Source: an optimization exercise on an open RTL-to-GDS flow (aim: small area). Production flows keep margins and buffers that such runs may drop.
Only simulation tests tie the RTL to the original design; equivalence was not proved.
Power figures rest on the tool's default switching activity, not on a simulated workload. The clock port is modelled as an ideal driver; clocking choices that lean on that would not hold on a real chip.

== job 3228 ==
==> flow/design.v (excerpt) <==
module tlb_lru_random_replace_top(
	input  logic                 clk,
	input  logic                 arst_n,
	input  logic                 cfg_we,
	input  logic                 cfg_data,
	input  logic                 in_valid,
	output logic                 in_stall,
	input  tlbrr_pkg::in_item_t  in_data,
	output logic                 out_valid,
	input  logic                 out_stall,
	output tlbrr_pkg::out_item_t out_data
);
	localparam int N  = tlbrr_pkg::ENTRIES;
	localparam int PB = tlbrr_pkg::PAGE_BITS;
	localparam int FB = tlbrr_pkg::FRAME_BITS;
	localparam int SW = tlbrr_pkg::SLOT_W;
	localparam int W  = 1 + PB + FB + SW;    
	localparam logic [1:0] ST_INIT = 2'd0;
	localparam logic [1:0] ST_IDLE = 2'd1;
	localparam logic [1:0] ST_P1   = 2'd2;
	localparam logic [1:0] ST_P2   = 2'd3;
	logic [N*W-1:0]            ring_q;
	logic [1:0]                state_q;
	logic [SW-1:0]             ptr_q;
	logic                      mode_q;
	logic                      used_q;
	logic [tlbrr_pkg::LFSR_W-1:0] lfsr_q;
	logic                      out_valid_q;
	tlbrr_pkg::out_item_t      out_q;
	logic [SW-1:0]             rank_q;
	logic          h_valid;
	logic [PB-1:0] h_page;
	logic [FB-1:0] h_frame;
	logic [SW-1:0] h_rank;
	assign {h_valid, h_page, h_frame, h_rank} = ring_q[W-1:0];
  ...
Settings: LEC_CHECK=0, CAP_MARGIN=20, CORE_MARGIN=2, CORE_UTILIZATION=60, SLEW_MARGIN=20; clock period 7.5 ns.
standard.sh (not shown) runs the stock make flow with config.mk's settings and CLKGATE_MAP_FILE= SYNTH_SCRIPT=/design/flow/synth_recipe.tcl, a recipe that flattens the netlist after the stock synthesis.
==> flow/flow/run.sh <==
#!/bin/bash
# The standard ORFS layout (bash standard.sh), with two changes:
#  - port buffers are the smallest buffer (buf_1) instead of the resizer's default pick;
#  - the clock tree uses larger sink clusters and no dummy loads (options in flow/cts_args.txt).
# All tool output goes to standard.log here and to ORFS's own logs under orfs/logs/.
set -euo pipefail
export CTS_ARGS="$(cat flow/cts_args.txt)"
export BUFFER_PORTS_ARGS="-inputs -outputs -buffer_cell sky130_fd_sc_hd__buf_1"
bash standard.sh > standard.log 2>&1
==> flow/flow/cts_args.txt <==
-sink_clustering_enable -repair_clock_nets -dont_use_dummy_load -sink_clustering_size 35 -sink_clustering_max_diameter 75
Setup changes, job 3228 to job 3485
Settings: putting ABC_AREA at 1 where nothing was set; putting CTS_BUF_LIST at sky130_fd_sc_hd__clkbuf_8 where nothing was set; putting CTS_CLUSTER_SIZE at 30 where nothing was set.
==> flow/run.sh (new file) <==
#!/bin/bash
# synth_recipe.tcl (not shown) runs the flow's synth.tcl, then flattens the netlist and writes it again
# the make line also repeats each setting of config.mk as NAME=value (left out here)
make -C /OpenROAD-flow-scripts/flow DESIGN_CONFIG=/design/flow/config.mk WORK_HOME=/design/flow/orfs CLKGATE_MAP_FILE= SYNTH_SCRIPT=/design/flow/synth_recipe.tcl finish
removed: flow/flow/run.sh
removed: flow/flow/cts_args.txt
removed: flow/standard.sh
## What came out
Job 3485 vs job 3228 — global routing usage on met3 rose 2.1 points. Across both runs, area growth from synthesis to final layout was higher for job 3485 than for job 3228. For the first-pass GRT wire length, job 3485 came in about 15% higher than job 3228 did. Job 3228 → job 3485: sum of net half-perimeters after detailed placement moved up, net total in the final layout moved up, hold slack now sits higher, post-route cell area increased about 10%. Delta (job 3485 minus job 3228): overall die area rose about 1.1%, total chip power increased 23%, number of logic inverters in the finished layout up 37, cell count after synthesis picked up an extra about 13%.
Inputs modified between job 3485 and job 3087:
Settings: a deleted ABC_AREA that had been 1; a change of CORE_UTILIZATION from 60 to 70; a deleted CTS_BUF_LIST that had been sky130_fd_sc_hd__clkbuf_8; a deleted CTS_CLUSTER_SIZE that had been 30.
==> flow/flow/run.sh (new file) <==
#!/bin/bash
# Standard ORFS layout, with the clock tree built from the options in flow/cts_args.txt.
set -euo pipefail
export CTS_ARGS="$(cat flow/cts_args.txt)"
bash standard.sh > standard.log 2>&1
==> flow/flow/cts_args.txt (new file) <==
-sink_clustering_enable -repair_clock_nets -dont_use_dummy_load -sink_clustering_size 35 -sink_clustering_max_diameter 70
==> flow/standard.sh (new file) <==
#!/bin/bash
# synth_recipe.tcl (not shown) runs the flow's synth.tcl, then flattens the netlist and writes it again
# the make line also repeats each setting of config.mk as NAME=value (left out here)
make -C /OpenROAD-flow-scripts/flow DESIGN_CONFIG=/design/flow/config.mk WORK_HOME=/design/flow/orfs CLKGATE_MAP_FILE= SYNTH_SCRIPT=/design/flow/synth_recipe.tcl "${@:-finish}"
removed: flow/run.sh
--- outcome ---
Status | job 3087 and job 3485 | clean. Cell area, job 3087 and job 3485: larger value in job 3485. From job 3485 to job 3087 the numbers moved as follows: layout overhead on the synthesized area has decreased, clock skew went up, clock network power went down, power dissipated by switching net loads saw a decrease, final critical path time including I/O delays and setup saw a decrease. Job 3087 against job 3485: synthesized cell count decreased 12%, final worst-path setup slack increased 0.50 ns, synthesized area decreased 1.1%.
diff inputs: job 3087 => job 8194
Settings: CORE_UTILIZATION: 70 -> 40.
==> flow/run.sh (new file) <==
#!/bin/bash
# synth_recipe.tcl (not shown) runs the flow's synth.tcl, then flattens the netlist and writes it again
# the make line also repeats each setting of config.mk as NAME=value (left out here)
make -C /OpenROAD-flow-scripts/flow DESIGN_CONFIG=/design/flow/config.mk WORK_HOME=/design/flow/orfs CLKGATE_MAP_FILE= SYNTH_SCRIPT=/design/flow/synth_recipe.tcl finish
removed: flow/flow/run.sh
removed: flow/flow/cts_args.txt
removed: flow/standard.sh
Findings:
[compare] base=job 3087 new=job 8194: total power higher; global-route usage lower; proportion of cell area spent on the clock network higher; clock-pin transition on the worst setup and hold timing paths lower; length of the first detailed-routing pass in iterations higher.
As far as critical path depth goes, job 8194 and job 3087 are indistinguishable; the numbers are identical.
Re first-pass GRT wire length: job 8194 and job 3087 aren't equal, and the lower value belongs to job 3087.

port drivers added, routing unchanged:
The flow's constraints put no driver on any port. The routed layouts listed below were extracted and timed again, unchanged, in two steps.
Step 1 (the two cells are an assumption about what drives the block):
set clk [get_ports {clk}]
set_driving_cell -lib_cell sky130_fd_sc_hd__clkbuf_16 $clk
set_driving_cell -lib_cell sky130_fd_sc_hd__buf_2 [delete_from_list [all_inputs] $clk]
Step 2 times the ports against the registers' clock, not the clock port: input delays grow and output delays shrink by t, the midpoint of the rising clock arrivals with the driver on.
Slacks: ideal / step 1 / step 2; pairs: ideal / step 1.
run	t, ns	setup WS [ns]	worst register clock-pin slew, ns
job 3228	0.625	2.666 / 2.634 / 2.634	0.12 / 0.12
job 3485	0.700	1.366 / 1.342 / 1.342	0.07 / 0.07
job 3087	0.621	1.871 / 1.840 / 1.840	0.12 / 0.12
job 8194	0.649	1.640 / 1.569 / 1.569	0.07 / 0.07
After both steps every run listed still meets setup and hold. The setup slack of job 8194, which loses most, moves by -0.071 ns with the drivers and by -0.071 ns with both steps.
